This is an optimization exercise on Yosys and OpenROAD, whose aim is small area and a short achievable clock period, not a production implementation. No run shown here included a check of the RTL's function; only the layout flow was run. Power figures rest on the tool's default switching activity, not on a simulated workload.

### design/flow/config.mk
export PLATFORM = sky130hd
export DESIGN_NAME = jpeg_fb_writer
export DESIGN_NICKNAME = jpeg_fb_writer
export VERILOG_FILES = /design/flow/design.v
export SDC_FILE = /design/flow/constraint.sdc
export NUM_CORES = 4
export LEC_CHECK = 0
export CAP_MARGIN = 20
export CORE_MARGIN = 2
export CORE_UTILIZATION = 40
export CTS_BUF_LIST = sky130_fd_sc_hd__clkbuf_4 sky130_fd_sc_hd__clkbuf_8
export CTS_CLUSTER_DIAMETER = 80
export CTS_CLUSTER_SIZE = 16
export SETUP_SLACK_MARGIN = 4.6
export SLEW_MARGIN = 20
export SYNTH_HIERARCHICAL = 1
### design/flow/constraint.sdc
create_clock -name core_clock -period 9.0 [get_ports {clk}]
set_input_delay 1.8000 -clock core_clock [delete_from_list [all_inputs] [get_ports {clk}]]
set_output_delay 1.8000 -clock core_clock [all_outputs]
set_load 0.01 [all_outputs]
### design/flow/design.v
module jpeg_fb_writer #(
  parameter int unsigned       ADDR_W    = 32,
  parameter logic [ADDR_W-1:0] BASE_ADDR = 32'h0010_0000,
  parameter int unsigned       PIX_FMT   = 0
) (
  input  logic              clk,
  input  logic              reset,
  input  logic              in_valid_i,
  input  logic [15:0]       in_width_i,
  input  logic [15:0]       in_height_i,
  input  logic [15:0]       in_x_i,
  input  logic [15:0]       in_y_i,
  input  logic [7:0]        in_r_i,
  input  logic [7:0]        in_g_i,
  input  logic [7:0]        in_b_i,
  output logic              in_accept_o,
  output logic              wr_valid_o,
  output logic [ADDR_W-1:0] wr_addr_o,
  output logic [31:0]       wr_data_o,
  output logic [3:0]        wr_strb_o,
  input  logic              wr_ready_i,
  output logic              frame_done_o,
  output logic              busy_o,
  output logic [15:0]       crop_count_o,
  output logic              geom_err_o
);
  localparam int L = 14;   
  logic        active_q, start_pend_q, frame_done_q, geom_err_q;
  logic        s1_valid_q, s1_crop_q, wr_valid_q, strb_q;
  logic [15:0] s1_x_q;
  logic [7:0]  s1_one_q, s1_two_q, s1_neg_q;   
  logic        s1_y15_q;
  logic [7:0]  enc_one, enc_two, enc_neg;
  logic [16:0] y_ext;
  logic [23:0] s1_rgb_q;
  logic [L-1:0]  wr_lo_q;
  logic          wr_c_q;
  logic [29:L]   wr_a_q, wr_b_q;
  logic [23:0] wr_rgb_q;
  logic [15:0] wn_q, w_q, h_q, col_q, row_q, crop_cnt_q;
  logic        en, accept, hs, use_latched, in_bounds, start_ok, wr_load;
  logic        idle, count, col_last, last, frame_end;
  logic        active_d, start_pend_d, wr_valid_d, s1_valid_d;
  logic [15:0] w_used, h_used;
  logic [L:0]  lo_sum;
  logic [29:L] hi_sum;
  assign en          = !wr_valid_q | wr_ready_i;
  assign accept      = en & in_valid_i;
  assign hs          = wr_valid_q & wr_ready_i;
  assign idle        = !active_q & !frame_done_q;
  assign use_latched = active_q | start_pend_q;
  assign w_q         = ~wn_q;
  assign w_used      = use_latched ? w_q : in_width_i;
  assign h_used      = use_latched ? h_q : in_height_i;
  assign in_bounds   = (in_x_i < w_used) & (in_y_i < h_used);
  assign start_ok    = accept & in_bounds & !use_latched;
  assign y_ext = {in_y_i, 1'b0};
  always_comb begin
    for (int i = 0; i < 8; i++) begin
      enc_one[i] = y_ext[2*i+1] ^ y_ext[2*i];
      enc_two[i] = (y_ext[2*i+2] & !y_ext[2*i+1] & !y_ext[2*i]) | (!y_ext[2*i+2] & y_ext[2*i+1] & y_ext[2*i]);
      enc_neg[i] = y_ext[2*i+2] & !(y_ext[2*i+1] & y_ext[2*i]);
    end
  end
  wire [15:0] w    = w_q;
  wire [15:0] x    = s1_x_q;
  wire [7:0]  bone = s1_one_q;
  wire [7:0]  btwo = s1_two_q;
  wire [7:0]  bneg = s1_neg_q;
  wire        by15 = s1_y15_q;
  wire pp0_0 = ((bone[0] & w[0])) ^ bneg[0];
  wire pp0_1 = ((bone[0] & w[1]) | (btwo[0] & w[0])) ^ bneg[0];
  wire pp0_2 = ((bone[0] & w[2]) | (btwo[0] & w[1])) ^ bneg[0];
  wire pp0_3 = ((bone[0] & w[3]) | (btwo[0] & w[2])) ^ bneg[0];
  wire pp0_4 = ((bone[0] & w[4]) | (btwo[0] & w[3])) ^ bneg[0];
  wire pp0_5 = ((bone[0] & w[5]) | (btwo[0] & w[4])) ^ bneg[0];
  wire pp0_6 = ((bone[0] & w[6]) | (btwo[0] & w[5])) ^ bneg[0];
  wire pp0_7 = ((bone[0] & w[7]) | (btwo[0] & w[6])) ^ bneg[0];
  wire pp0_8 = ((bone[0] & w[8]) | (btwo[0] & w[7])) ^ bneg[0];
  wire pp0_9 = ((bone[0] & w[9]) | (btwo[0] & w[8])) ^ bneg[0];
  wire pp0_10 = ((bone[0] & w[10]) | (btwo[0] & w[9])) ^ bneg[0];
  wire pp0_11 = ((bone[0] & w[11]) | (btwo[0] & w[10])) ^ bneg[0];
  wire pp0_12 = ((bone[0] & w[12]) | (btwo[0] & w[11])) ^ bneg[0];
  wire pp0_13 = ((bone[0] & w[13]) | (btwo[0] & w[12])) ^ bneg[0];
  wire pp0_14 = ((bone[0] & w[14]) | (btwo[0] & w[13])) ^ bneg[0];
  wire pp0_15 = ((bone[0] & w[15]) | (btwo[0] & w[14])) ^ bneg[0];
  wire pp0_16 = ((btwo[0] & w[15])) ^ bneg[0];
  wire pp1_0 = ((bone[1] & w[0])) ^ bneg[1];
  wire pp1_1 = ((bone[1] & w[1]) | (btwo[1] & w[0])) ^ bneg[1];
  wire pp1_2 = ((bone[1] & w[2]) | (btwo[1] & w[1])) ^ bneg[1];
  wire pp1_3 = ((bone[1] & w[3]) | (btwo[1] & w[2])) ^ bneg[1];
  wire pp1_4 = ((bone[1] & w[4]) | (btwo[1] & w[3])) ^ bneg[1];
  wire pp1_5 = ((bone[1] & w[5]) | (btwo[1] & w[4])) ^ bneg[1];
  wire pp1_6 = ((bone[1] & w[6]) | (btwo[1] & w[5])) ^ bneg[1];
  wire pp1_7 = ((bone[1] & w[7]) | (btwo[1] & w[6])) ^ bneg[1];
  wire pp1_8 = ((bone[1] & w[8]) | (btwo[1] & w[7])) ^ bneg[1];
  wire pp1_9 = ((bone[1] & w[9]) | (btwo[1] & w[8])) ^ bneg[1];
  wire pp1_10 = ((bone[1] & w[10]) | (btwo[1] & w[9])) ^ bneg[1];
  wire pp1_11 = ((bone[1] & w[11]) | (btwo[1] & w[10])) ^ bneg[1];
  wire pp1_12 = ((bone[1] & w[12]) | (btwo[1] & w[11])) ^ bneg[1];
  wire pp1_13 = ((bone[1] & w[13]) | (btwo[1] & w[12])) ^ bneg[1];
  wire pp1_14 = ((bone[1] & w[14]) | (btwo[1] & w[13])) ^ bneg[1];
  wire pp1_15 = ((bone[1] & w[15]) | (btwo[1] & w[14])) ^ bneg[1];
  wire pp1_16 = ((btwo[1] & w[15])) ^ bneg[1];
  wire pp2_0 = ((bone[2] & w[0])) ^ bneg[2];
  wire pp2_1 = ((bone[2] & w[1]) | (btwo[2] & w[0])) ^ bneg[2];
  wire pp2_2 = ((bone[2] & w[2]) | (btwo[2] & w[1])) ^ bneg[2];
  wire pp2_3 = ((bone[2] & w[3]) | (btwo[2] & w[2])) ^ bneg[2];
  wire pp2_4 = ((bone[2] & w[4]) | (btwo[2] & w[3])) ^ bneg[2];
  wire pp2_5 = ((bone[2] & w[5]) | (btwo[2] & w[4])) ^ bneg[2];
  wire pp2_6 = ((bone[2] & w[6]) | (btwo[2] & w[5])) ^ bneg[2];
  wire pp2_7 = ((bone[2] & w[7]) | (btwo[2] & w[6])) ^ bneg[2];
  wire pp2_8 = ((bone[2] & w[8]) | (btwo[2] & w[7])) ^ bneg[2];
  wire pp2_9 = ((bone[2] & w[9]) | (btwo[2] & w[8])) ^ bneg[2];
  wire pp2_10 = ((bone[2] & w[10]) | (btwo[2] & w[9])) ^ bneg[2];
  wire pp2_11 = ((bone[2] & w[11]) | (btwo[2] & w[10])) ^ bneg[2];
  wire pp2_12 = ((bone[2] & w[12]) | (btwo[2] & w[11])) ^ bneg[2];
  wire pp2_13 = ((bone[2] & w[13]) | (btwo[2] & w[12])) ^ bneg[2];
  wire pp2_14 = ((bone[2] & w[14]) | (btwo[2] & w[13])) ^ bneg[2];
  wire pp2_15 = ((bone[2] & w[15]) | (btwo[2] & w[14])) ^ bneg[2];
  wire pp2_16 = ((btwo[2] & w[15])) ^ bneg[2];
  wire pp3_0 = ((bone[3] & w[0])) ^ bneg[3];
  wire pp3_1 = ((bone[3] & w[1]) | (btwo[3] & w[0])) ^ bneg[3];
  wire pp3_2 = ((bone[3] & w[2]) | (btwo[3] & w[1])) ^ bneg[3];
  wire pp3_3 = ((bone[3] & w[3]) | (btwo[3] & w[2])) ^ bneg[3];
  wire pp3_4 = ((bone[3] & w[4]) | (btwo[3] & w[3])) ^ bneg[3];
  wire pp3_5 = ((bone[3] & w[5]) | (btwo[3] & w[4])) ^ bneg[3];
  wire pp3_6 = ((bone[3] & w[6]) | (btwo[3] & w[5])) ^ bneg[3];
  wire pp3_7 = ((bone[3] & w[7]) | (btwo[3] & w[6])) ^ bneg[3];
  wire pp3_8 = ((bone[3] & w[8]) | (btwo[3] & w[7])) ^ bneg[3];
  wire pp3_9 = ((bone[3] & w[9]) | (btwo[3] & w[8])) ^ bneg[3];
  wire pp3_10 = ((bone[3] & w[10]) | (btwo[3] & w[9])) ^ bneg[3];
  wire pp3_11 = ((bone[3] & w[11]) | (btwo[3] & w[10])) ^ bneg[3];
  wire pp3_12 = ((bone[3] & w[12]) | (btwo[3] & w[11])) ^ bneg[3];
  wire pp3_13 = ((bone[3] & w[13]) | (btwo[3] & w[12])) ^ bneg[3];
  wire pp3_14 = ((bone[3] & w[14]) | (btwo[3] & w[13])) ^ bneg[3];
  wire pp3_15 = ((bone[3] & w[15]) | (btwo[3] & w[14])) ^ bneg[3];
  wire pp3_16 = ((btwo[3] & w[15])) ^ bneg[3];
  wire pp4_0 = ((bone[4] & w[0])) ^ bneg[4];
  wire pp4_1 = ((bone[4] & w[1]) | (btwo[4] & w[0])) ^ bneg[4];
  wire pp4_2 = ((bone[4] & w[2]) | (btwo[4] & w[1])) ^ bneg[4];
  wire pp4_3 = ((bone[4] & w[3]) | (btwo[4] & w[2])) ^ bneg[4];
  wire pp4_4 = ((bone[4] & w[4]) | (btwo[4] & w[3])) ^ bneg[4];
  wire pp4_5 = ((bone[4] & w[5]) | (btwo[4] & w[4])) ^ bneg[4];
  wire pp4_6 = ((bone[4] & w[6]) | (btwo[4] & w[5])) ^ bneg[4];
  wire pp4_7 = ((bone[4] & w[7]) | (btwo[4] & w[6])) ^ bneg[4];
  wire pp4_8 = ((bone[4] & w[8]) | (btwo[4] & w[7])) ^ bneg[4];
  wire pp4_9 = ((bone[4] & w[9]) | (btwo[4] & w[8])) ^ bneg[4];
  wire pp4_10 = ((bone[4] & w[10]) | (btwo[4] & w[9])) ^ bneg[4];
  wire pp4_11 = ((bone[4] & w[11]) | (btwo[4] & w[10])) ^ bneg[4];
  wire pp4_12 = ((bone[4] & w[12]) | (btwo[4] & w[11])) ^ bneg[4];
  wire pp4_13 = ((bone[4] & w[13]) | (btwo[4] & w[12])) ^ bneg[4];
  wire pp4_14 = ((bone[4] & w[14]) | (btwo[4] & w[13])) ^ bneg[4];
  wire pp4_15 = ((bone[4] & w[15]) | (btwo[4] & w[14])) ^ bneg[4];
  wire pp4_16 = ((btwo[4] & w[15])) ^ bneg[4];
  wire pp5_0 = ((bone[5] & w[0])) ^ bneg[5];
  wire pp5_1 = ((bone[5] & w[1]) | (btwo[5] & w[0])) ^ bneg[5];
  wire pp5_2 = ((bone[5] & w[2]) | (btwo[5] & w[1])) ^ bneg[5];
  wire pp5_3 = ((bone[5] & w[3]) | (btwo[5] & w[2])) ^ bneg[5];
  wire pp5_4 = ((bone[5] & w[4]) | (btwo[5] & w[3])) ^ bneg[5];
  wire pp5_5 = ((bone[5] & w[5]) | (btwo[5] & w[4])) ^ bneg[5];
  wire pp5_6 = ((bone[5] & w[6]) | (btwo[5] & w[5])) ^ bneg[5];
  wire pp5_7 = ((bone[5] & w[7]) | (btwo[5] & w[6])) ^ bneg[5];
  wire pp5_8 = ((bone[5] & w[8]) | (btwo[5] & w[7])) ^ bneg[5];
  wire pp5_9 = ((bone[5] & w[9]) | (btwo[5] & w[8])) ^ bneg[5];
  wire pp5_10 = ((bone[5] & w[10]) | (btwo[5] & w[9])) ^ bneg[5];
  wire pp5_11 = ((bone[5] & w[11]) | (btwo[5] & w[10])) ^ bneg[5];
  wire pp5_12 = ((bone[5] & w[12]) | (btwo[5] & w[11])) ^ bneg[5];
  wire pp5_13 = ((bone[5] & w[13]) | (btwo[5] & w[12])) ^ bneg[5];
  wire pp5_14 = ((bone[5] & w[14]) | (btwo[5] & w[13])) ^ bneg[5];
  wire pp5_15 = ((bone[5] & w[15]) | (btwo[5] & w[14])) ^ bneg[5];
  wire pp5_16 = ((btwo[5] & w[15])) ^ bneg[5];
  wire pp6_0 = ((bone[6] & w[0])) ^ bneg[6];
  wire pp6_1 = ((bone[6] & w[1]) | (btwo[6] & w[0])) ^ bneg[6];
  wire pp6_2 = ((bone[6] & w[2]) | (btwo[6] & w[1])) ^ bneg[6];
  wire pp6_3 = ((bone[6] & w[3]) | (btwo[6] & w[2])) ^ bneg[6];
  wire pp6_4 = ((bone[6] & w[4]) | (btwo[6] & w[3])) ^ bneg[6];
  wire pp6_5 = ((bone[6] & w[5]) | (btwo[6] & w[4])) ^ bneg[6];
  wire pp6_6 = ((bone[6] & w[6]) | (btwo[6] & w[5])) ^ bneg[6];
  wire pp6_7 = ((bone[6] & w[7]) | (btwo[6] & w[6])) ^ bneg[6];
  wire pp6_8 = ((bone[6] & w[8]) | (btwo[6] & w[7])) ^ bneg[6];
  wire pp6_9 = ((bone[6] & w[9]) | (btwo[6] & w[8])) ^ bneg[6];
  wire pp6_10 = ((bone[6] & w[10]) | (btwo[6] & w[9])) ^ bneg[6];
  wire pp6_11 = ((bone[6] & w[11]) | (btwo[6] & w[10])) ^ bneg[6];
  wire pp6_12 = ((bone[6] & w[12]) | (btwo[6] & w[11])) ^ bneg[6];
  wire pp6_13 = ((bone[6] & w[13]) | (btwo[6] & w[12])) ^ bneg[6];
  wire pp6_14 = ((bone[6] & w[14]) | (btwo[6] & w[13])) ^ bneg[6];
  wire pp6_15 = ((bone[6] & w[15]) | (btwo[6] & w[14])) ^ bneg[6];
  wire pp6_16 = ((btwo[6] & w[15])) ^ bneg[6];
  wire pp7_0 = ((bone[7] & w[0])) ^ bneg[7];
  wire pp7_1 = ((bone[7] & w[1]) | (btwo[7] & w[0])) ^ bneg[7];
  wire pp7_2 = ((bone[7] & w[2]) | (btwo[7] & w[1])) ^ bneg[7];
  wire pp7_3 = ((bone[7] & w[3]) | (btwo[7] & w[2])) ^ bneg[7];
  wire pp7_4 = ((bone[7] & w[4]) | (btwo[7] & w[3])) ^ bneg[7];
  wire pp7_5 = ((bone[7] & w[5]) | (btwo[7] & w[4])) ^ bneg[7];
  wire pp7_6 = ((bone[7] & w[6]) | (btwo[7] & w[5])) ^ bneg[7];
  wire pp7_7 = ((bone[7] & w[7]) | (btwo[7] & w[6])) ^ bneg[7];
  wire pp7_8 = ((bone[7] & w[8]) | (btwo[7] & w[7])) ^ bneg[7];
  wire pp7_9 = ((bone[7] & w[9]) | (btwo[7] & w[8])) ^ bneg[7];
  wire pp7_10 = ((bone[7] & w[10]) | (btwo[7] & w[9])) ^ bneg[7];
  wire pp7_11 = ((bone[7] & w[11]) | (btwo[7] & w[10])) ^ bneg[7];
  wire pp7_12 = ((bone[7] & w[12]) | (btwo[7] & w[11])) ^ bneg[7];
  wire pp7_13 = ((bone[7] & w[13]) | (btwo[7] & w[12])) ^ bneg[7];
  wire pp7_14 = ((bone[7] & w[14]) | (btwo[7] & w[13])) ^ bneg[7];
  wire pp7_15 = ((bone[7] & w[15]) | (btwo[7] & w[14])) ^ bneg[7];
  wire ms0, mc0;
  jfw_ha u_ms0 (.a(x[14]), .b(bneg[7]), .s(ms0), .co(mc0));
  wire ms1, mc1;
  jfw_ha u_ms1 (.a(x[15]), .b(pp0_15), .s(ms1), .co(mc1));
  wire ms2, mc2;
  jfw_ha u_ms2 (.a((by15 & w[0])), .b(pp0_16), .s(ms2), .co(mc2));
  wire ms3, mc3;
  jfw_fa u_ms3 (.a(1'b1), .b(~bneg[0]), .c((by15 & w[1])), .s(ms3), .co(mc3));
  wire ms4, mc4;
  jfw_ha u_ms4 (.a(x[8]), .b(bneg[4]), .s(ms4), .co(mc4));
  wire ms5, mc5;
  jfw_ha u_ms5 (.a(x[9]), .b(pp0_9), .s(ms5), .co(mc5));
  wire ms6, mc6;
  jfw_fa u_ms6 (.a(x[10]), .b(bneg[5]), .c(pp0_10), .s(ms6), .co(mc6));
  wire ms7, mc7;
  jfw_ha u_ms7 (.a(pp1_8), .b(pp2_6), .s(ms7), .co(mc7));
  wire ms8, mc8;
  jfw_fa u_ms8 (.a(x[11]), .b(pp0_11), .c(pp1_9), .s(ms8), .co(mc8));
  wire ms9, mc9;
  jfw_ha u_ms9 (.a(pp2_7), .b(pp3_5), .s(ms9), .co(mc9));
  wire ms10, mc10;
  jfw_fa u_ms10 (.a(x[12]), .b(bneg[6]), .c(pp0_12), .s(ms10), .co(mc10));
  wire ms11, mc11;
  jfw_fa u_ms11 (.a(pp1_10), .b(pp2_8), .c(pp3_6), .s(ms11), .co(mc11));
  wire ms12, mc12;
  jfw_ha u_ms12 (.a(pp4_4), .b(pp5_2), .s(ms12), .co(mc12));
  wire ms13, mc13;
  jfw_fa u_ms13 (.a(x[13]), .b(pp0_13), .c(pp1_11), .s(ms13), .co(mc13));
  wire ms14, mc14;
  jfw_fa u_ms14 (.a(pp2_9), .b(pp3_7), .c(pp4_5), .s(ms14), .co(mc14));
  wire ms15, mc15;
  jfw_ha u_ms15 (.a(pp5_3), .b(pp6_1), .s(ms15), .co(mc15));
  wire ms16, mc16;
  jfw_fa u_ms16 (.a(ms0), .b(pp0_14), .c(pp1_12), .s(ms16), .co(mc16));
  wire ms17, mc17;
  jfw_fa u_ms17 (.a(pp2_10), .b(pp3_8), .c(pp4_6), .s(ms17), .co(mc17));
  wire ms18, mc18;
  jfw_fa u_ms18 (.a(pp5_4), .b(pp6_2), .c(pp7_0), .s(ms18), .co(mc18));
  wire ms19, mc19;
  jfw_fa u_ms19 (.a(mc0), .b(pp1_13), .c(pp2_11), .s(ms19), .co(mc19));
  wire ms20, mc20;
  jfw_fa u_ms20 (.a(pp3_9), .b(pp4_7), .c(pp5_5), .s(ms20), .co(mc20));
  wire ms21, mc21;
  jfw_fa u_ms21 (.a(pp6_3), .b(pp7_1), .c(ms1), .s(ms21), .co(mc21));
  wire ms22, mc22;
  jfw_fa u_ms22 (.a(pp1_14), .b(pp2_12), .c(pp3_10), .s(ms22), .co(mc22));
  wire ms23, mc23;
  jfw_fa u_ms23 (.a(pp4_8), .b(pp5_6), .c(pp6_4), .s(ms23), .co(mc23));
  wire ms24, mc24;
  jfw_fa u_ms24 (.a(pp7_2), .b(mc1), .c(ms2), .s(ms24), .co(mc24));
  wire ms25, mc25;
  jfw_fa u_ms25 (.a(pp1_15), .b(pp2_13), .c(pp3_11), .s(ms25), .co(mc25));
  wire ms26, mc26;
  jfw_fa u_ms26 (.a(pp4_9), .b(pp5_7), .c(pp6_5), .s(ms26), .co(mc26));
  wire ms27, mc27;
  jfw_fa u_ms27 (.a(pp7_3), .b(mc2), .c(ms3), .s(ms27), .co(mc27));
  wire ms28, mc28;
  jfw_fa u_ms28 (.a((by15 & w[2])), .b(pp1_16), .c(pp2_14), .s(ms28), .co(mc28));
  wire ms29, mc29;
  jfw_fa u_ms29 (.a(pp3_12), .b(pp4_10), .c(pp5_8), .s(ms29), .co(mc29));
  wire ms30, mc30;
  jfw_fa u_ms30 (.a(pp6_6), .b(pp7_4), .c(mc3), .s(ms30), .co(mc30));
  wire ms31, mc31;
  jfw_fa u_ms31 (.a(1'b1), .b(~bneg[1]), .c((by15 & w[3])), .s(ms31), .co(mc31));
  wire ms32, mc32;
  jfw_fa u_ms32 (.a(pp2_15), .b(pp3_13), .c(pp4_11), .s(ms32), .co(mc32));
  wire ms33, mc33;
  jfw_fa u_ms33 (.a(pp5_9), .b(pp6_7), .c(pp7_5), .s(ms33), .co(mc33));
  wire ms34, mc34;
  jfw_fa u_ms34 (.a(1'b1), .b((by15 & w[4])), .c(pp2_16), .s(ms34), .co(mc34));
  wire ms35, mc35;
  jfw_fa u_ms35 (.a(pp3_14), .b(pp4_12), .c(pp5_10), .s(ms35), .co(mc35));
  wire ms36, mc36;
  jfw_ha u_ms36 (.a(pp6_8), .b(pp7_6), .s(ms36), .co(mc36));
  wire ms37, mc37;
  jfw_fa u_ms37 (.a(~bneg[2]), .b((by15 & w[5])), .c(pp3_15), .s(ms37), .co(mc37));
  wire ms38, mc38;
  jfw_fa u_ms38 (.a(pp4_13), .b(pp5_11), .c(pp6_9), .s(ms38), .co(mc38));
  wire ms39, mc39;
  jfw_fa u_ms39 (.a(1'b1), .b((by15 & w[6])), .c(pp3_16), .s(ms39), .co(mc39));
  wire ms40, mc40;
  jfw_ha u_ms40 (.a(pp4_14), .b(pp5_12), .s(ms40), .co(mc40));
  wire ms41, mc41;
  jfw_fa u_ms41 (.a(~bneg[3]), .b((by15 & w[7])), .c(pp4_15), .s(ms41), .co(mc41));
  wire ms42, mc42;
  jfw_ha u_ms42 (.a(1'b1), .b((by15 & w[8])), .s(ms42), .co(mc42));
  wire ms43, mc43;
  jfw_ha u_ms43 (.a(x[4]), .b(bneg[2]), .s(ms43), .co(mc43));
  wire ms44, mc44;
  jfw_ha u_ms44 (.a(x[5]), .b(pp0_5), .s(ms44), .co(mc44));
  wire ms45, mc45;
  jfw_fa u_ms45 (.a(x[6]), .b(bneg[3]), .c(pp0_6), .s(ms45), .co(mc45));
  wire ms46, mc46;
  jfw_ha u_ms46 (.a(pp1_4), .b(pp2_2), .s(ms46), .co(mc46));
  wire ms47, mc47;
  jfw_fa u_ms47 (.a(x[7]), .b(pp0_7), .c(pp1_5), .s(ms47), .co(mc47));
  wire ms48, mc48;
  jfw_ha u_ms48 (.a(pp2_3), .b(pp3_1), .s(ms48), .co(mc48));
  wire ms49, mc49;
  jfw_fa u_ms49 (.a(ms4), .b(pp0_8), .c(pp1_6), .s(ms49), .co(mc49));
  wire ms50, mc50;
  jfw_fa u_ms50 (.a(pp2_4), .b(pp3_2), .c(pp4_0), .s(ms50), .co(mc50));
  wire ms51, mc51;
  jfw_fa u_ms51 (.a(mc4), .b(pp1_7), .c(pp2_5), .s(ms51), .co(mc51));
  wire ms52, mc52;
  jfw_fa u_ms52 (.a(pp3_3), .b(pp4_1), .c(ms5), .s(ms52), .co(mc52));
  wire ms53, mc53;
  jfw_fa u_ms53 (.a(pp3_4), .b(pp4_2), .c(pp5_0), .s(ms53), .co(mc53));
  wire ms54, mc54;
  jfw_fa u_ms54 (.a(mc5), .b(ms7), .c(ms6), .s(ms54), .co(mc54));
  wire ms55, mc55;
  jfw_fa u_ms55 (.a(pp4_3), .b(pp5_1), .c(mc7), .s(ms55), .co(mc55));
  wire ms56, mc56;
  jfw_fa u_ms56 (.a(ms9), .b(mc6), .c(ms8), .s(ms56), .co(mc56));
  wire ms57, mc57;
  jfw_fa u_ms57 (.a(pp6_0), .b(mc9), .c(ms12), .s(ms57), .co(mc57));
  wire ms58, mc58;
  jfw_fa u_ms58 (.a(mc8), .b(ms10), .c(ms11), .s(ms58), .co(mc58));
  wire ms59, mc59;
  jfw_fa u_ms59 (.a(mc12), .b(ms15), .c(mc10), .s(ms59), .co(mc59));
  wire ms60, mc60;
  jfw_fa u_ms60 (.a(mc11), .b(ms13), .c(ms14), .s(ms60), .co(mc60));
  wire ms61, mc61;
  jfw_fa u_ms61 (.a(mc15), .b(mc13), .c(mc14), .s(ms61), .co(mc61));
  wire ms62, mc62;
  jfw_fa u_ms62 (.a(ms16), .b(ms17), .c(ms18), .s(ms62), .co(mc62));
  wire ms63, mc63;
  jfw_fa u_ms63 (.a(mc16), .b(mc17), .c(mc18), .s(ms63), .co(mc63));
  wire ms64, mc64;
  jfw_fa u_ms64 (.a(ms19), .b(ms20), .c(ms21), .s(ms64), .co(mc64));
  wire ms65, mc65;
  jfw_fa u_ms65 (.a(mc19), .b(mc20), .c(ms22), .s(ms65), .co(mc65));
  wire ms66, mc66;
  jfw_fa u_ms66 (.a(ms23), .b(mc21), .c(ms24), .s(ms66), .co(mc66));
  wire ms67, mc67;
  jfw_fa u_ms67 (.a(mc22), .b(mc23), .c(ms25), .s(ms67), .co(mc67));
  wire ms68, mc68;
  jfw_fa u_ms68 (.a(ms26), .b(mc24), .c(ms27), .s(ms68), .co(mc68));
  wire ms69, mc69;
  jfw_fa u_ms69 (.a(mc25), .b(mc26), .c(ms28), .s(ms69), .co(mc69));
  wire ms70, mc70;
  jfw_fa u_ms70 (.a(ms29), .b(mc27), .c(ms30), .s(ms70), .co(mc70));
  wire ms71, mc71;
  jfw_fa u_ms71 (.a(ms31), .b(mc28), .c(mc29), .s(ms71), .co(mc71));
  wire ms72, mc72;
  jfw_fa u_ms72 (.a(ms32), .b(ms33), .c(mc30), .s(ms72), .co(mc72));
  wire ms73, mc73;
  jfw_fa u_ms73 (.a(mc31), .b(ms36), .c(mc32), .s(ms73), .co(mc73));
  wire ms74, mc74;
  jfw_fa u_ms74 (.a(mc33), .b(ms34), .c(ms35), .s(ms74), .co(mc74));
  wire ms75, mc75;
  jfw_fa u_ms75 (.a(pp7_7), .b(mc36), .c(mc34), .s(ms75), .co(mc75));
  wire ms76, mc76;
  jfw_fa u_ms76 (.a(mc35), .b(ms37), .c(ms38), .s(ms76), .co(mc76));
  wire ms77, mc77;
  jfw_fa u_ms77 (.a(pp6_10), .b(pp7_8), .c(ms40), .s(ms77), .co(mc77));
  wire ms78, mc78;
  jfw_fa u_ms78 (.a(mc37), .b(mc38), .c(ms39), .s(ms78), .co(mc78));
  wire ms79, mc79;
  jfw_fa u_ms79 (.a(pp5_13), .b(pp6_11), .c(pp7_9), .s(ms79), .co(mc79));
  wire ms80, mc80;
  jfw_fa u_ms80 (.a(mc40), .b(mc39), .c(ms41), .s(ms80), .co(mc80));
  wire ms81, mc81;
  jfw_fa u_ms81 (.a(pp4_16), .b(pp5_14), .c(pp6_12), .s(ms81), .co(mc81));
  wire ms82, mc82;
  jfw_fa u_ms82 (.a(pp7_10), .b(ms42), .c(mc41), .s(ms82), .co(mc82));
  wire ms83, mc83;
  jfw_fa u_ms83 (.a(~bneg[4]), .b((by15 & w[9])), .c(mc42), .s(ms83), .co(mc83));
  wire ms84, mc84;
  jfw_fa u_ms84 (.a(pp5_15), .b(pp6_13), .c(pp7_11), .s(ms84), .co(mc84));
  wire ms85, mc85;
  jfw_fa u_ms85 (.a(1'b1), .b((by15 & w[10])), .c(pp5_16), .s(ms85), .co(mc85));
  wire ms86, mc86;
  jfw_ha u_ms86 (.a(pp6_14), .b(pp7_12), .s(ms86), .co(mc86));
  wire ms87, mc87;
  jfw_fa u_ms87 (.a(~bneg[5]), .b((by15 & w[11])), .c(pp6_15), .s(ms87), .co(mc87));
  wire ms88, mc88;
  jfw_ha u_ms88 (.a(1'b1), .b((by15 & w[12])), .s(ms88), .co(mc88));
  wire ms89, mc89;
  jfw_ha u_ms89 (.a(x[2]), .b(bneg[1]), .s(ms89), .co(mc89));
  wire ms90, mc90;
  jfw_ha u_ms90 (.a(x[3]), .b(pp0_3), .s(ms90), .co(mc90));
  wire ms91, mc91;
  jfw_fa u_ms91 (.a(ms43), .b(pp0_4), .c(pp1_2), .s(ms91), .co(mc91));
  wire ms92, mc92;
  jfw_fa u_ms92 (.a(mc43), .b(pp1_3), .c(pp2_1), .s(ms92), .co(mc92));
  wire ms93, mc93;
  jfw_fa u_ms93 (.a(pp3_0), .b(mc44), .c(ms46), .s(ms93), .co(mc93));
  wire ms94, mc94;
  jfw_fa u_ms94 (.a(mc46), .b(ms48), .c(mc45), .s(ms94), .co(mc94));
  wire ms95, mc95;
  jfw_fa u_ms95 (.a(mc48), .b(mc47), .c(ms49), .s(ms95), .co(mc95));
  wire ms96, mc96;
  jfw_fa u_ms96 (.a(mc49), .b(mc50), .c(ms51), .s(ms96), .co(mc96));
  wire ms97, mc97;
  jfw_fa u_ms97 (.a(mc51), .b(ms53), .c(mc52), .s(ms97), .co(mc97));
  wire ms98, mc98;
  jfw_fa u_ms98 (.a(mc53), .b(ms55), .c(mc54), .s(ms98), .co(mc98));
  wire ms99, mc99;
  jfw_fa u_ms99 (.a(mc55), .b(ms57), .c(mc56), .s(ms99), .co(mc99));
  wire ms100, mc100;
  jfw_fa u_ms100 (.a(mc57), .b(mc58), .c(ms59), .s(ms100), .co(mc100));
  wire ms101, mc101;
  jfw_fa u_ms101 (.a(mc59), .b(mc60), .c(ms61), .s(ms101), .co(mc101));
  wire ms102, mc102;
  jfw_fa u_ms102 (.a(mc61), .b(mc62), .c(ms63), .s(ms102), .co(mc102));
  wire ms103, mc103;
  jfw_fa u_ms103 (.a(mc63), .b(ms65), .c(mc64), .s(ms103), .co(mc103));
  wire ms104, mc104;
  jfw_fa u_ms104 (.a(mc65), .b(ms67), .c(mc66), .s(ms104), .co(mc104));
  wire ms105, mc105;
  jfw_fa u_ms105 (.a(mc67), .b(ms69), .c(mc68), .s(ms105), .co(mc105));
  wire ms106, mc106;
  jfw_fa u_ms106 (.a(mc69), .b(ms71), .c(mc70), .s(ms106), .co(mc106));
  wire ms107, mc107;
  jfw_fa u_ms107 (.a(mc71), .b(ms73), .c(mc72), .s(ms107), .co(mc107));
  wire ms108, mc108;
  jfw_fa u_ms108 (.a(mc73), .b(mc74), .c(ms75), .s(ms108), .co(mc108));
  wire ms109, mc109;
  jfw_fa u_ms109 (.a(mc75), .b(ms77), .c(mc76), .s(ms109), .co(mc109));
  wire ms110, mc110;
  jfw_fa u_ms110 (.a(ms79), .b(mc77), .c(mc78), .s(ms110), .co(mc110));
  wire ms111, mc111;
  jfw_fa u_ms111 (.a(mc79), .b(ms81), .c(mc80), .s(ms111), .co(mc111));
  wire ms112, mc112;
  jfw_fa u_ms112 (.a(mc81), .b(ms83), .c(ms84), .s(ms112), .co(mc112));
  wire ms113, mc113;
  jfw_fa u_ms113 (.a(ms86), .b(mc83), .c(mc84), .s(ms113), .co(mc113));
  wire ms114, mc114;
  jfw_fa u_ms114 (.a(pp7_13), .b(mc86), .c(mc85), .s(ms114), .co(mc114));
  wire ms115, mc115;
  jfw_fa u_ms115 (.a(pp6_16), .b(pp7_14), .c(ms88), .s(ms115), .co(mc115));
  wire ms116, mc116;
  jfw_fa u_ms116 (.a(~bneg[6]), .b((by15 & w[13])), .c(mc88), .s(ms116), .co(mc116));
  wire ms117, mc117;
  jfw_ha u_ms117 (.a(x[0]), .b(bneg[0]), .s(ms117), .co(mc117));
  wire ms118, mc118;
  jfw_ha u_ms118 (.a(x[1]), .b(pp0_1), .s(ms118), .co(mc118));
  wire ms119, mc119;
  jfw_fa u_ms119 (.a(ms89), .b(pp0_2), .c(pp1_0), .s(ms119), .co(mc119));
  wire ms120, mc120;
  jfw_fa u_ms120 (.a(mc89), .b(pp1_1), .c(ms90), .s(ms120), .co(mc120));
  wire ms121, mc121;
  jfw_fa u_ms121 (.a(pp2_0), .b(mc90), .c(ms91), .s(ms121), .co(mc121));
  wire ms122, mc122;
  jfw_fa u_ms122 (.a(ms44), .b(mc91), .c(ms92), .s(ms122), .co(mc122));
  wire ms123, mc123;
  jfw_fa u_ms123 (.a(mc92), .b(ms45), .c(ms93), .s(ms123), .co(mc123));
  wire ms124, mc124;
  jfw_fa u_ms124 (.a(ms47), .b(mc93), .c(ms94), .s(ms124), .co(mc124));
  wire ms125, mc125;
  jfw_fa u_ms125 (.a(ms50), .b(mc94), .c(ms95), .s(ms125), .co(mc125));
  wire ms126, mc126;
  jfw_fa u_ms126 (.a(ms52), .b(mc95), .c(ms96), .s(ms126), .co(mc126));
  wire ms127, mc127;
  jfw_fa u_ms127 (.a(mc96), .b(ms54), .c(ms97), .s(ms127), .co(mc127));
  wire ms128, mc128;
  jfw_fa u_ms128 (.a(ms56), .b(mc97), .c(ms98), .s(ms128), .co(mc128));
  wire ms129, mc129;
  jfw_fa u_ms129 (.a(ms58), .b(mc98), .c(ms99), .s(ms129), .co(mc129));
  wire ms130, mc130;
  jfw_fa u_ms130 (.a(ms60), .b(mc99), .c(ms100), .s(ms130), .co(mc130));
  wire ms131, mc131;
  jfw_fa u_ms131 (.a(ms62), .b(mc100), .c(ms101), .s(ms131), .co(mc131));
  wire ms132, mc132;
  jfw_fa u_ms132 (.a(mc101), .b(ms64), .c(ms102), .s(ms132), .co(mc132));
  wire ms133, mc133;
  jfw_fa u_ms133 (.a(mc102), .b(ms66), .c(ms103), .s(ms133), .co(mc133));
  wire ms134, mc134;
  jfw_fa u_ms134 (.a(ms68), .b(mc103), .c(ms104), .s(ms134), .co(mc134));
  wire ms135, mc135;
  jfw_fa u_ms135 (.a(ms70), .b(mc104), .c(ms105), .s(ms135), .co(mc135));
  wire ms136, mc136;
  jfw_fa u_ms136 (.a(ms72), .b(mc105), .c(ms106), .s(ms136), .co(mc136));
  wire ms137, mc137;
  jfw_fa u_ms137 (.a(ms74), .b(mc106), .c(ms107), .s(ms137), .co(mc137));
  wire ms138, mc138;
  jfw_fa u_ms138 (.a(ms76), .b(mc107), .c(ms108), .s(ms138), .co(mc138));
  wire ms139, mc139;
  jfw_fa u_ms139 (.a(ms78), .b(mc108), .c(ms109), .s(ms139), .co(mc139));
  wire ms140, mc140;
  jfw_fa u_ms140 (.a(ms80), .b(mc109), .c(ms110), .s(ms140), .co(mc140));
  wire ms141, mc141;
  jfw_fa u_ms141 (.a(ms82), .b(mc110), .c(ms111), .s(ms141), .co(mc141));
  wire ms142, mc142;
  jfw_fa u_ms142 (.a(mc82), .b(ms112), .c(mc111), .s(ms142), .co(mc142));
  wire ms143, mc143;
  jfw_fa u_ms143 (.a(ms85), .b(mc112), .c(ms113), .s(ms143), .co(mc143));
  wire ms144, mc144;
  jfw_fa u_ms144 (.a(ms87), .b(mc113), .c(ms114), .s(ms144), .co(mc144));
  wire ms145, mc145;
  jfw_fa u_ms145 (.a(mc87), .b(ms115), .c(mc114), .s(ms145), .co(mc145));
  wire ms146, mc146;
  jfw_fa u_ms146 (.a(pp7_15), .b(mc115), .c(ms116), .s(ms146), .co(mc146));
  wire [29:0] mra = {ms146, mc144, mc143, ms143, mc141, mc140, mc139, mc138, mc137, mc136, mc135, mc134, mc133, mc132, mc131, mc130, mc129, mc128, mc127, mc126, mc125, mc124, mc123, mc122, mc121, mc120, mc119, mc118, mc117, ms117};
  wire [29:0] mrb = {mc145, ms145, ms144, mc142, ms142, ms141, ms140, ms139, ms138, ms137, ms136, ms135, ms134, ms133, ms132, ms131, ms130, ms129, ms128, ms127, ms126, ms125, ms124, ms123, ms122, ms121, ms120, ms119, ms118, pp0_0};
  assign lo_sum      = {1'b0, mra[L-1:0]} + {1'b0, mrb[L-1:0]};
  assign wr_load     = en & s1_valid_q & !s1_crop_q;
  assign s1_valid_d  = en ? in_valid_i : s1_valid_q;
  assign wr_valid_d  = en ? (s1_valid_q & !s1_crop_q) : wr_valid_q;
  assign count       = active_q & hs;
  assign col_last    = col_q == 16'd1;
  assign last        = col_last & (row_q == 16'd1);
  assign frame_end   = count & last;
  assign active_d     = (idle & (start_pend_q | start_ok)) | (active_q & !frame_end);
  assign start_pend_d = frame_done_q & start_ok;
  always_ff @(posedge clk) begin
    if (en) begin
      s1_x_q    <= in_x_i;
      s1_one_q  <= enc_one;
      s1_two_q  <= enc_two;
      s1_neg_q  <= enc_neg;
      s1_y15_q  <= in_y_i[15];
      s1_rgb_q  <= {in_r_i, in_g_i, in_b_i};
      s1_crop_q <= !in_bounds;
    end
    if (start_ok) begin
      wn_q  <= ~in_width_i;
      h_q   <= in_height_i;
    end
    if (start_ok | count)
      col_q <= (!count | col_last) ? w_used : col_q - 16'd1;
    if (start_ok | (count & col_last))
      row_q <= count ? row_q - 16'd1 : in_height_i;
  end
  always_ff @(posedge clk) begin
    if (!reset) begin
      active_q     <= 1'b0;
      start_pend_q <= 1'b0;
      frame_done_q <= 1'b0;
      geom_err_q   <= 1'b0;
      s1_valid_q   <= 1'b0;
      wr_valid_q   <= 1'b0;
      strb_q       <= 1'b0;
      wr_lo_q      <= '0;
      wr_c_q       <= 1'b0;
      wr_a_q       <= '0;
      wr_b_q       <= '0;
      wr_rgb_q     <= '0;
      crop_cnt_q   <= '0;
    end else begin
      active_q     <= active_d;
      start_pend_q <= start_pend_d;
      frame_done_q <= frame_end;
      if (active_q & accept & ((in_width_i != w_q) | (in_height_i != h_q)))
        geom_err_q <= 1'b1;
      s1_valid_q   <= s1_valid_d;
      wr_valid_q   <= wr_valid_d;
      if (wr_load) begin
        strb_q  <= 1'b1;
        wr_rgb_q <= s1_rgb_q;
        wr_lo_q <= lo_sum[L-1:0];
        wr_c_q  <= lo_sum[L];
        wr_a_q  <= mra[29:L];
        wr_b_q  <= mrb[29:L];
      end
      if (start_ok)
        crop_cnt_q <= 16'd0;
      else if (en & s1_valid_q & s1_crop_q & (crop_cnt_q != 16'hFFFF))
        crop_cnt_q <= crop_cnt_q + 16'd1;
    end
  end
  jfw_cpa_hi u_hi (.a(wr_a_q), .b(wr_b_q), .ci(wr_c_q), .s(hi_sum));
  jfw_accept u_acc (.wr_valid(wr_valid_q), .wr_ready(wr_ready_i), .accept(in_accept_o));
  assign wr_valid_o   = wr_valid_q;
  assign wr_addr_o    = {hi_sum, wr_lo_q, 2'b00};
  assign wr_data_o    = {8'h00, wr_rgb_q};
  assign wr_strb_o    = {4{strb_q}};
  assign frame_done_o = frame_done_q;
  assign busy_o       = active_q | frame_done_q | s1_valid_q | wr_valid_q | start_pend_q;
  assign crop_count_o = crop_cnt_q;
  assign geom_err_o   = geom_err_q;
endmodule
module jfw_cpa_hi (input logic [29:14] a, b, input logic ci, output logic [29:14] s);
  logic [30-14:0] t;
  assign t = {a, 1'b1} + {b, ci};
  assign s = t[30-14:1];
endmodule
module jfw_accept (input logic wr_valid, wr_ready, output logic accept);
  assign accept = !wr_valid | wr_ready;
endmodule
module jfw_fa (input logic a, b, c, output logic s, co);
  assign s  = a ^ b ^ c;
  assign co = (a & b) | (c & (a ^ b));
endmodule
module jfw_ha (input logic a, b, output logic s, co);
  assign s  = a ^ b;
  assign co = a & b;
endmodule
### design/flow/flow/run.sh
#!/bin/bash
# Own layout flow: the standard flow, with plain buf_1 cells as the port buffers
# (instead of the delay-cell buffer the resizer picks by default). Every port still gets
# its own buffer. The full make output goes to std_flow.log in the work folder.
set -euo pipefail
export BUFFER_PORTS_ARGS="-buffer_cell sky130_fd_sc_hd__buf_1"
bash standard.sh finish > std_flow.log 2>&1
### design/flow/standard.sh
#!/bin/bash
# synth_recipe.tcl (not shown) runs the flow's synth.tcl, then flattens the netlist and writes it again
# the make line also repeats each setting of config.mk as NAME=value (left out here)
make -C /OpenROAD-flow-scripts/flow DESIGN_CONFIG=/design/flow/config.mk WORK_HOME=/design/flow/orfs CLKGATE_MAP_FILE= SYNTH_SCRIPT=/design/flow/synth_recipe.tcl "${@:-finish}"
==> results.json, run 1 <==
{
  "cts_tree": "yes",
  "criticalPathCategory": "register to output pin",
  "slew_headroom_pct": 33.11,
  "dp_slack_ps": 3689,
  "tightest_slew_ps": 1003,
  "setup_violations": 0,
  "hold_path.class": "register to register",
  "row_count": 74,
  "vias": 12900,
  "start_util_pct": 40.59,
  "ys.flop_type": "edfxtp_1",
  "final_nets": 2110,
  "syn_area_per_cell_um2": 10.10,
  "p_per_area_nw_per_um2": 273.1,
  "globalRoute.totalOverflow": 0,
  "fin_util_pct": 45.46,
  "route.detailed.drc": 0,
  "cp-end-kind": "output pin",
  "rsz0062_at_grt": "yes",
  "combPwrFrac_pct": 59.7,
  "dp_hpwl_um": 33090,
  "synth-edff-count": 130,
  "internal_power_w": 0.002878,
  "power_leakage_nw": 6.746,
  "outcome": "finished clean",
  "die_w_um": 207.8,
  "die-height_um": 207.8,
  "place_inst": 2261,
  "seqPwrFrac_pct": 26.1,
  "synth_warnings": 7,
  "grt_max_degree": 81,
  "finalSetupTns_ps": 0,
  "power.share.switching_pct": 43.34,
  "gp_congestion": 0.8903,
  "max-cap-violations": 0,
  "antenna_found_initial": 1,
  "fin_crit_sh_pct": 47.89,
  "vdd_drop_max_mv": 0.1652,
  "cts_buffer_depth": 3,
  "routed_wl_um": 46620,
  "drt_iter0_markers": 1133,
  "final_cells": 2344,
  "pwr-share-clk_pct": 14.1,
  "start_kind": "register",
  "yosysUniqueCellTypes": 71,
  "area_delta_synth_final_pct": 12.00,
  "clk_latency_ps": 570,
  "core_um2": 40920,
  "path_clk_slew_ps": 100,
  "critPathArrivalTime_ps": 2510,
  "ys_seq_area_share_pct": 34.83,
  "grt_usage_pct": 20.84,
  "grt_pass1_wl_um": 71970,
  "viasPerCell": 5.503,
  "htree_levels": 1,
  "portBuffers": 170,
  "clock_sinks": 224,
  "dr.pass1.iters": 5,
  "final_hold_viol_count": 0,
  "clock_skew_ps": 20.61,
  "cts_buffers": 20,
  "cts_hold_buf": 0,
  "wire_per_inst_um": 19.89,
  "max_freq_mhz": 232.0,
  "cp_max_fo": 4,
  "async_reset_ff_share_pct": 0,
  "drive_gt1_share_pct": 8.835,
  "syn_inst": 1644,
  "switching_power_w": 0.002202,
  "grt_pass1_vias": 12580,
  "root_buffer": "clkbuf_8",
  "die_area_um2": 43170,
  "fin_ws_ps": 4689,
  "slew_violations": 0,
  "pin_count": 181,
  "crit_required_ps": 7200,
  "ys_ff_latch": 224,
  "ant_nets": 0,
  "min_period_ps": 4311,
  "syn-cell-area_um2": 16610
}
## worst max-delay path: stages (launching register included)
cell      delay (ps)
dfxtp_4          370
fa_2             400
a211oi_2         260
o21ai_2          100
o221ai_2         220
buf_4            190
a21oi_2           60
xor2_1           180
buf_2            170
## synthesized netlist by cell type, drive strengths merged (3+ instances only)
library cell / count / share of area, %
nand2: 180 / 4.1
xnor2: 162 / 8.5
edfxtp: 130 / 24
fa: 127 / 15
o22ai: 122 / 4.6
a21oi: 114 / 3.4
dfxtp: 94 / 11
ha: 93 / 7.0
nor2: 75 / 1.7
clkbuf: 62 / 1.4
o21ai: 62 / 1.9
xor2: 61 / 3.2
inv: 58 / 1.3
buf: 49 / 1.6
nand3: 33 / 0.99
nor2b: 28 / 1.1
nand4: 23 / 0.87
nor3: 22 / 0.79
mux2i: 19 / 1.1
nand2b: 16 / 0.60
a21o: 12 / 0.55
nand3b: 9 / 0.41
o211ai: 9 / 0.50
a211oi: 8 / 0.42
and3: 8 / 0.30
nor4: 7 / 0.30
o221ai: 6 / 0.39
a31oi: 5 / 0.19
o21a: 4 / 0.18
or2: 4 / 0.15
or3: 4 / 0.18
or4: 4 / 0.18
a221oi: 3 / 0.20
o21bai: 3 / 0.14
## cell usage in the layout (no fill, tap or decap), drive strengths merged, types with 5 or more instances in the layout
master / n
buf: 226
nand2: 180
xnor2: 162
edfxtp: 130
fa: 127
o22ai: 122
a21oi: 114
dfxtp: 94
ha: 93
nor2: 76
o21ai: 62
xor2: 61
inv: 56
nand3: 33
nor2b: 28
clkbuf: 28
nand4: 23
nor3: 22
mux2i: 19
conb: 17
nand2b: 16
a21o: 12
nand3b: 9
o211ai: 9
and3: 8
a211oi: 8
clkinvlp: 7
nor4: 7
o221ai: 6
a31oi: 5
## flip-flops by register name, indices dropped and copies added (netlist names), 8 cells and up
| signal | count |
|---|---|
| col_q | 16 |
| crop_cnt_q | 16 |
| h_q | 16 |
| row_q | 16 |
| s1_neg_q | 8 |
| s1_one_q | 8 |
| s1_rgb_q | 24 |
| s1_two_q | 8 |
| s1_x_q | 16 |
| wn_q | 16 |
| wr_a_q | 16 |
| wr_b_q | 16 |
| wr_lo_q | 14 |
| wr_rgb_q | 24 |
## power groups by stage
stage | clock (W) | combinational, W | sequential, W
finish | 0.000717 | 0.00304 | 0.00133
global route | 0.000780 | 0.00345 | 0.00134
CTS | 0.000748 | 0.00296 | 0.00134
detailed placement | 0 | 0.00292 | 0.00136
global placement | 0 | 0.00289 | 0.00136
floorplan | 0 | 0.00220 | 0.00131
## Yosys stat by module (local to each module, per instance)
| module | cells | area (µm²) |
|---|---|---|
| jpeg_fb_writer | 1391 | 13040 |
| jfw_cpa_hi | 105 | 788.3 |
| jfw_fa | 1 | 20.02 |
| jfw_ha | 1 | 12.51 |
| jfw_accept | 1 | 6.256 |
## layer usage
metal | up-vias | wire length (µm) | track usage [%] | part of all wire (%)
met5 | - | 0 | 0 | 0
met4 | 0 | 1075 | 5.698 | 2.3
met3 | 80 | 3414 | 3.192 | 7.3
met2 | 498 | 21100 | 32.80 | 45
met1 | 6260 | 21030 | 29.86 | 45
li1 | 6061 | - | - | -
## through the flow
step | cell area, µm² | hold slack [ps] | power (W)
floorplan | 16680 | 440.0 | 0.003511
global placement | 17580 | 440.5 | 0.004249
detailed placement | 17580 | 446.5 | 0.004287
CTS | 18120 | 459.5 | 0.005041
global route | 18600 | 483.9 | 0.005573
finish | 18600 | 457.2 | 0.005081
## path summary, 6_finish.rpt
| path | from | end | slack [ps] | depth (start not counted) |
|---|---|---|---|---|
| worst min-delay path | wr_rgb_q[22]$_SDFFE_PN0P_ | wr_rgb_q[22]$_SDFFE_PN0P_ | 460 | 2 |
| worst max-delay path | wr_b_q[14]$_SDFFE_PN0P_ | wr_addr_o[25] | 4690 | 8 |
| worst min register to register | wr_rgb_q[22]$_SDFFE_PN0P_ | wr_rgb_q[22]$_SDFFE_PN0P_ | 460 | 2 |
| worst max register to register | wn_q[12]$_DFFE_PP_ | wr_lo_q[13]$_SDFFE_PN0P_ | 4740 | 11 |
## cells by family after synthesis
kind of cell	after synthesis	share of synthesized area (%)
AND/OR/NAND/NOR	423	12.15
multiplexers	19	1.145
AO/OA/AOI/OAI	364	13.45
buffers and inverters	169	4.308
XOR/XNOR	223	11.76
adder cells (fa/ha/maj)	220	22.31
other	2	0.04521
flip-flops	224	34.83
## layout make-up
class | count | area [µm²]
antenna | 1 | 2.502
multi-input combinational | 1267 | 10320
clock inverter | 8 | 138.9
clock buffer | 27 | 327.8
fill | 3971 | 22320
inverter | 58 | 244.0
sequential | 224 | 5794
timing repair buffer | 227 | 1112
tap | 532 | 665.6
## repair_timing
| action | 4_1_cts | 5_1_grt |
|---|---|---|
| resized for setup | 10 | 31 |
| setup buffers | 5 | 41 |
| gates cloned | 1 | 0 |
| endpoints found under the setup margin | 23 | 45 |
| pin swaps | 8 | 10 |
==> inputs of run 2 (changes only) <==
--- a/design/flow/config.mk
+++ b/design/flow/config.mk
@@ -11,6 +11,6 @@
 export CTS_BUF_LIST = sky130_fd_sc_hd__clkbuf_4 sky130_fd_sc_hd__clkbuf_8
 export CTS_CLUSTER_DIAMETER = 80
 export CTS_CLUSTER_SIZE = 16
-export SETUP_SLACK_MARGIN = 4.6
+export SETUP_SLACK_MARGIN = 4.9
 export SLEW_MARGIN = 20
 export SYNTH_HIERARCHICAL = 1
==> results.json, run 2 <==
{
  "synth_warnings": 7,
  "root_buffer": "clkbuf_8",
  "row_count": 74,
  "yosysUniqueCellTypes": 71,
  "cp.buffers_inverters": 2,
  "globalRoute.totalOverflow": 0,
  "reg_top3": "s1_rgb_q x24, wr_rgb_q x24",
  "dp_hpwl_um": 32350,
  "ys_seq_area_share_pct": 34.83,
  "slowest_delay_ps": 410,
  "cp_max_fo": 4,
  "p_per_area_nw_per_um2": 273.5,
  "start_util_pct": 40.59,
  "vias": 13100,
  "grt_pass1_vias": 12510,
  "grt_usage_pct": 20.55,
  "dr.pass1.iters": 5,
  "routed_wl_um": 46400,
  "routed-wl-met2_um": 20800,
  "ys_ff_latch": 224,
  "cp_slowest_cell": "fa_2",
  "pin_count": 181,
  "cts_tree": "yes",
  "start_kind": "register",
  "multi_input_area_um2": 10550,
  "critPathArrivalTime_ps": 2500,
  "ys.flop_type": "edfxtp_1",
  "yosysTopAreaCell": "edfxtp_1",
  "cts_buffers": 21,
  "crit_required_ps": 7200,
  "portBuffers": 170,
  "max-cap-violations": 0,
  "die-height_um": 207.8,
  "syn-cell-area_um2": 16610,
  "top_layer_used": "met4",
  "rsz0062_at_grt": "yes",
  "htree_levels": 1,
  "clk_latency_ps": 610,
  "nFillCells": 3891,
  "die_w_um": 207.8,
  "async_reset_ff_share_pct": 0,
  "grt_pass1_wl_um": 71040,
  "min_period_ps": 4303,
  "most-common-layout-cells": "nand2_1, buf_1, xnor2_1, edfxtp_1, fa_1",
  "max_freq_mhz": 232.4,
  "layout.cells.most_common": "nand2_1",
  "grt_max_degree": 81,
  "power_leakage_nw": 6.964,
  "cp_top_family": "compound AO/OA/AOI/OAI gates",
  "syn_inst": 1644,
  "gp_congestion": 0.8842,
  "seq_area_um2": 5803,
  "finalSetupTns_ps": 0,
  "wire_per_inst_um": 19.49,
  "slew_headroom_pct": 36.03,
  "synthTopCellsByArea": "edfxtp_1, fa_1, dfxtp_1",
  "outcome": "finished clean",
  "route.detailed.drc": 0,
  "num_antenna_cells": 0,
  "slew_violations": 0,
  "ant_nets": 0,
  "fin_ws_ps": 4697,
  "cp-end-kind": "output pin",
  "drive_gt1_share_pct": 13.47,
  "tightest_slew_ps": 959.6,
  "setup_violations": 0,
  "synth_top_area_share_pct": 23.50,
  "synth-edff-count": 130,
  "clock_skew_ps": 38.11,
  "met3WireLength_um": 3450,
  "syn_area_per_cell_um2": 10.10,
  "final_nets": 2146,
  "core_um2": 40920,
  "synth.most_common_cell": "nand2_1",
  "hold_path.class": "register to register",
  "synth_common_cells": "nand2_1, xnor2_1, edfxtp_1",
  "area_delta_synth_final_pct": 15.52,
  "clock_sinks": 224,
  "wirelength_met1_um": 21450,
  "cts_buffer_depth": 3,
  "fin_crit_sh_pct": 47.81,
  "antenna_found_initial": 0,
  "dp_slack_ps": 4090,
  "final_hold_viol_count": 0,
  "drt_iter0_markers": 1010,
  "die_area_um2": 43170,
  "criticalPathCategory": "register to output pin",
  "path_clk_slew_ps": 100,
  "viasPerCell": 5.504,
  "vdd_drop_max_mv": 0.2478,
  "crit_chain": "fa_2 -> a211oi_2 -> o21ai_2 -> o221ai_2 -> buf_4 -> o21bai_1 -> xor2_1 -> buf_2"
}
==> run 2: modules after synthesis (local to each module, per instance) <==
module          cell area (µm²)  copies in the design  flops+latches  cells inside
jfw_ha                    12.51                    22              0             1
jpeg_fb_writer            13040                     1            224          1391
jfw_accept                6.256                     1              0             1
jfw_cpa_hi                788.3                     1              0           105
jfw_fa                    20.02                   125              0             1
==> run 2: layout make-up <==
cell class	count	area share, %
Clock buffer	28	1.813
Tap cell	532	3.469
Clock inverter	10	0.5869
Sequential cell	224	30.24
Inverter	58	1.395
Timing Repair Buffer	262	7.538
Multi-Input combinational cell	1267	54.96
==> run 2: what timing repair did <==
item	4_1_cts	5_1_grt
cloned	1	0
pin swaps	12	22
endpoints found under the setup margin	32	33
setup buffers	52	31
hold buffers	0	0
resized for setup	28	64
==> run 2: stage by stage <==
step / cells / hold slack, ps / util, % / area [µm²] / total power [W]
floorplan: 1659 / 440.0 / - / 16740 / 0.003520
global placement: 2259 / 440.1 / 43.07 / 17620 / 0.004201
detailed placement: 2259 / 444.2 / 43.07 / 17620 / 0.004249
CTS: 2350 / 459.0 / 45.67 / 18690 / 0.005034
global route: 2381 / 480.0 / 46.89 / 19190 / 0.005773
finish: 2381 / 456.6 / 46.89 / 19190 / 0.005248
==> run 2: report_power, final <==
part	internal, W	switching [W]	leakage, nW
combinational	0.00146	0.00177	4.66
sequential	0.00123	0.000103	2.06
clock	0.000295	0.000395	0.238
==> run 2: worst paths after layout <==
kind | from | to | slack, ps | depth (start not counted)
max reg2reg | s1_one_q[0]$_DFFE_PN_ | wr_lo_q[13]$_SDFFE_PN0P_ | 5050 | 13
max | wr_b_q[14]$_SDFFE_PN0P_ | wr_addr_o[27] | 4700 | 8
min | wr_lo_q[6]$_SDFFE_PN0P_ | wr_lo_q[6]$_SDFFE_PN0P_ | 460 | 2
min reg2reg | wr_lo_q[6]$_SDFFE_PN0P_ | wr_lo_q[6]$_SDFFE_PN0P_ | 460 | 2
==> run 2: cell families after synthesis <==
| kind of cell | share of synthesized area (%) |
|---|---|
| adder cells (fa/ha/maj) | 22.31 |
| AO/OA/AOI/OAI | 13.45 |
| AND/OR/NAND/NOR | 12.15 |
| flip-flops | 34.83 |
| XOR/XNOR | 11.76 |
| buffers and inverters | 4.308 |
| multiplexers | 1.145 |
| other | 0.04521 |
==> run 2: routing by layer <==
metal  vias to the layer above  track usage (%)
met5                         -                0
met4                         0            4.109
met3                        65            3.343
met2                       547            32.31
met1                      6348            29.98
li1                       6144                -
==> run 2: worst min-delay path: stages (launching register included) <==
cell,delay [ps]
dfxtp_1,320
nand2_1,50
a21oi_1,50
==> inputs of run 3 (changes only) <==
--- a/design/flow/config.mk
+++ b/design/flow/config.mk
@@ -11,6 +11,6 @@
 export CTS_BUF_LIST = sky130_fd_sc_hd__clkbuf_4 sky130_fd_sc_hd__clkbuf_8
 export CTS_CLUSTER_DIAMETER = 80
 export CTS_CLUSTER_SIZE = 16
-export SETUP_SLACK_MARGIN = 4.9
+export SETUP_SLACK_MARGIN = 4.45
 export SLEW_MARGIN = 20
 export SYNTH_HIERARCHICAL = 1
==> results.json, run 3 <==
{
  "slew_headroom_pct": 34.62,
  "grt_pass1_wl_um": 70750,
  "synth_warnings": 7,
  "critPathArrivalTime_ps": 2610,
  "synth_common_cells": "nand2_1, xnor2_1, edfxtp_1",
  "vias": 12680,
  "rsz0062_at_grt": "no",
  "async_reset_ff_share_pct": 0,
  "die_area_um2": 43170,
  "routed_wl_um": 45220,
  "crit_required_ps": 7200,
  "ys_seq_area_share_pct": 34.83,
  "outcome": "finished clean",
  "hold_path.class": "register to register",
  "cts_hold_buf": 0,
  "dpl-instance-area_um2": 17570,
  "ant_nets": 0,
  "grt_usage_pct": 20.54,
  "gp_congestion": 0.8822,
  "drive_gt1_share_pct": 6.785,
  "rr_worst_depth": 11,
  "p_per_area_nw_per_um2": 273.2,
  "hp-start": "wr_lo_q[3]$_SDFFE_PN0P_",
  "pin_count": 181,
  "row_count": 74,
  "rr_startpoint": "wn_q[11]$_DFFE_PP_",
  "root_buffer": "clkbuf_8",
  "dr.pass1.iters": 7,
  "syn-cell-area_um2": 16610,
  "tightest_slew_ps": 980.7,
  "final_nets": 2093,
  "ys.flop_type": "edfxtp_1",
  "portBuffers": 170,
  "r2r_setup_slack_ps": 4670,
  "cts_tree": "yes",
  "htree_levels": 1,
  "fin_util_pct": 44.90,
  "cp-end-kind": "output pin",
  "fin_crit_sh_pct": 49.05,
  "route.detailed.drc": 0,
  "path_clk_slew_ps": 100,
  "slew_violations": 0,
  "min_period_ps": 4415,
  "synthTopCellsByArea": "edfxtp_1, fa_1, dfxtp_1",
  "final_hold_viol_count": 0,
  "syn_area_per_cell_um2": 10.10,
  "stdcell_area_um2": 18380,
  "setup_violations": 0,
  "cts_buffer_depth": 3,
  "clock_sinks": 224,
  "vdd_drop_max_mv": 0.1999,
  "max-cap-violations": 0,
  "yosysTopAreaCell": "edfxtp_1",
  "dp_hpwl_um": 33000,
  "core_um2": 40920,
  "hold_depth": 2,
  "synth-edff-count": 130,
  "area_delta_synth_final_pct": 10.63,
  "synth_top_area_share_pct": 23.50,
  "min_to": "wr_lo_q[3]$_SDFFE_PN0P_",
  "wire_per_inst_um": 19.41,
  "ys_ff_latch": 224,
  "cts_buffers": 23,
  "antenna_found_initial": 1,
  "drt_iter0_markers": 891,
  "most-common-layout-cells": "nand2_1, buf_1, xnor2_1, edfxtp_1, fa_1",
  "start_util_pct": 40.59,
  "clock_skew_ps": 35.36,
  "clk_latency_ps": 620,
  "yosysUniqueCellTypes": 71,
  "finalSetupTns_ps": 0,
  "die-height_um": 207.8,
  "grt_max_degree": 81,
  "grt_pass1_vias": 12610,
  "criticalPathCategory": "register to output pin",
  "start_kind": "register",
  "die_w_um": 207.8,
  "num_antenna_cells": 0,
  "cp_max_fo": 3,
  "layout.cells.most_common": "nand2_1",
  "viasPerCell": 5.442,
  "power_leakage_nw": 6.693,
  "finalPower_w": 0.005021,
  "synth.most_common_cell": "nand2_1",
  "nFillCells": 3935,
  "worstReg2RegEnd": "wr_lo_q[13]$_SDFFE_PN0P_",
  "reg_top3": "s1_rgb_q x24, wr_rgb_q x24",
  "syn_inst": 1644,
  "globalRoute.totalOverflow": 0,
  "max_freq_mhz": 226.5
}
run 3: cell count changes in the layout (fill, tap and decap cells not counted), moves of 5 or more:
cell,previous run,this run
inv_1,38,50
ha_4,8,0
o21ai_0,40,55
o21ai_2,11,1
buf_1,161,169
buf_2,8,0
a21oi_1,108,113
ha_1,76,93
dfxtp_1,86,93
buf_12,8,3
buf_4,84,35
ha_2,9,0
clkinvlp_4,13,1
run 3: how the worst max path moves through the flow:
| stage | endpoint | slack, ps | from |
|---|---|---|---|
| after floorplan | row_q[0]$_DFFE_PP_ | 4470 | in_width_i[1] |
| after global placement | row_q[4]$_DFFE_PP_ | 3530 | in_width_i[7] |
| after detailed placement | row_q[12]$_DFFE_PP_ | 3350 | in_width_i[5] |
| after CTS | row_q[4]$_DFFE_PP_ | 4460 | in_width_i[5] |
| after global routing | wr_addr_o[31] | 4450 | wr_a_q[14]$_SDFFE_PN0P_ |
| final | wr_addr_o[31] | 4590 | wr_a_q[14]$_SDFFE_PN0P_ |
run 3: final cells by class:
cell class / count / area (µm²) / area share, %
Multi-Input combinational cell: 1267 / 10220 / 55.63
Sequential cell: 224 / 5787 / 31.49
Timing Repair Buffer: 207 / 957.2 / 5.209
Tap cell: 532 / 665.6 / 3.622
Clock buffer: 29 / 367.9 / 2.002
Inverter: 58 / 217.7 / 1.185
Clock inverter: 13 / 157.7 / 0.8579
run 3: cells by family (layout without fill, tap and decap cells):
logic type / Yosys count / in the layout / synth area share [%]
adder cells (fa/ha/maj): 220 / 220 / 22.31
flip-flops: 224 / 224 / 34.83
other: 2 / 17 / 0.04521
buffers and inverters: 169 / 307 / 4.308
XOR/XNOR: 223 / 223 / 11.76
AO/OA/AOI/OAI: 364 / 364 / 13.45
multiplexers: 19 / 19 / 1.145
AND/OR/NAND/NOR: 423 / 424 / 12.15
run 3: metal layers:
metal	up-vias	wire, µm	global-route usage, %
met1	6129	20630	28.60
met5	-	12	0
met4	2	1015	5.649
met2	433	20170	32.19
li1	6051	-	-
met3	65	3391	4.644
run 3: per-module statistics from Yosys, one instance, submodules excluded:
module | times used | flops+latches | cell area (µm²)
jfw_accept | 1 | 0 | 6.256
jfw_cpa_hi | 1 | 0 | 788.3
jfw_fa | 125 | 0 | 20.02
jfw_ha | 22 | 0 | 12.51
jpeg_fb_writer | 1 | 224 | 13040
run 3: report_power, final:
group	switching (W)	total (W)	internal (W)
combinational	0.00167	0.00295	0.00128
clock	0.000427	0.000748	0.000321
sequential	0.000106	0.00133	0.00122
total	0.00220	0.00502	0.00282
run 3: critical path, cell delays in order (launching register included):
cell and delay (ps):
dfxtp_1 360, fa_2 440, a211oi_2 260, o21ai_2 110, o221ai_2 200, o21ai_1 150
xnor2_2 280, buf_4 190
run 3: repair_timing:
item	in CTS	in global routing
gates resized for setup	7	3
setup endpoints to repair	18	24
cloned	1	0
pin swaps	3	4
buffers inserted	1	26
run 3: through the flow:
step / setup WS, ps / hold slack (ps) / instances
floorplan: 4468 / 440.0 / 1659
global placement: 3526 / 440.1 / 2260
detailed placement: 3351 / 445.3 / 2260
CTS: 4464 / 459.6 / 2304
global route: 4455 / 470.7 / 2330
finish: 4585 / 454.1 / 2330

-- static timing again, ports no longer ideal --
No port has a modelled driver above. Below, the same layouts with a new extraction and two added sets of constraints. Step 1, drivers: a clkbuf_16 drives clk and a buf_2 each remaining input, both assumed. Step 2 times the ports against the registers' clock, not the clock port: input delays grow and output delays shrink by t, the midpoint of the rising clock arrivals with the driver on. Slacks: ideal / step 1 / step 2; pairs: ideal / step 1.
run	shift t [ns]	setup WS [ns]	latest minus earliest clock arrival (ns)	cell pins on the clock port's net
run 1	0.614	4.689 / 4.637 / 4.244	0.022 / 0.022	1
run 2	0.639	4.697 / 4.649 / 4.571	0.039 / 0.038	1
run 3	0.655	4.585 / 4.536 / 4.046	0.036 / 0.036	1
After both steps every run listed still meets setup and hold. The setup slack of run 3, which loses most, moves by -0.049 ns with the drivers and by -0.539 ns with both steps.
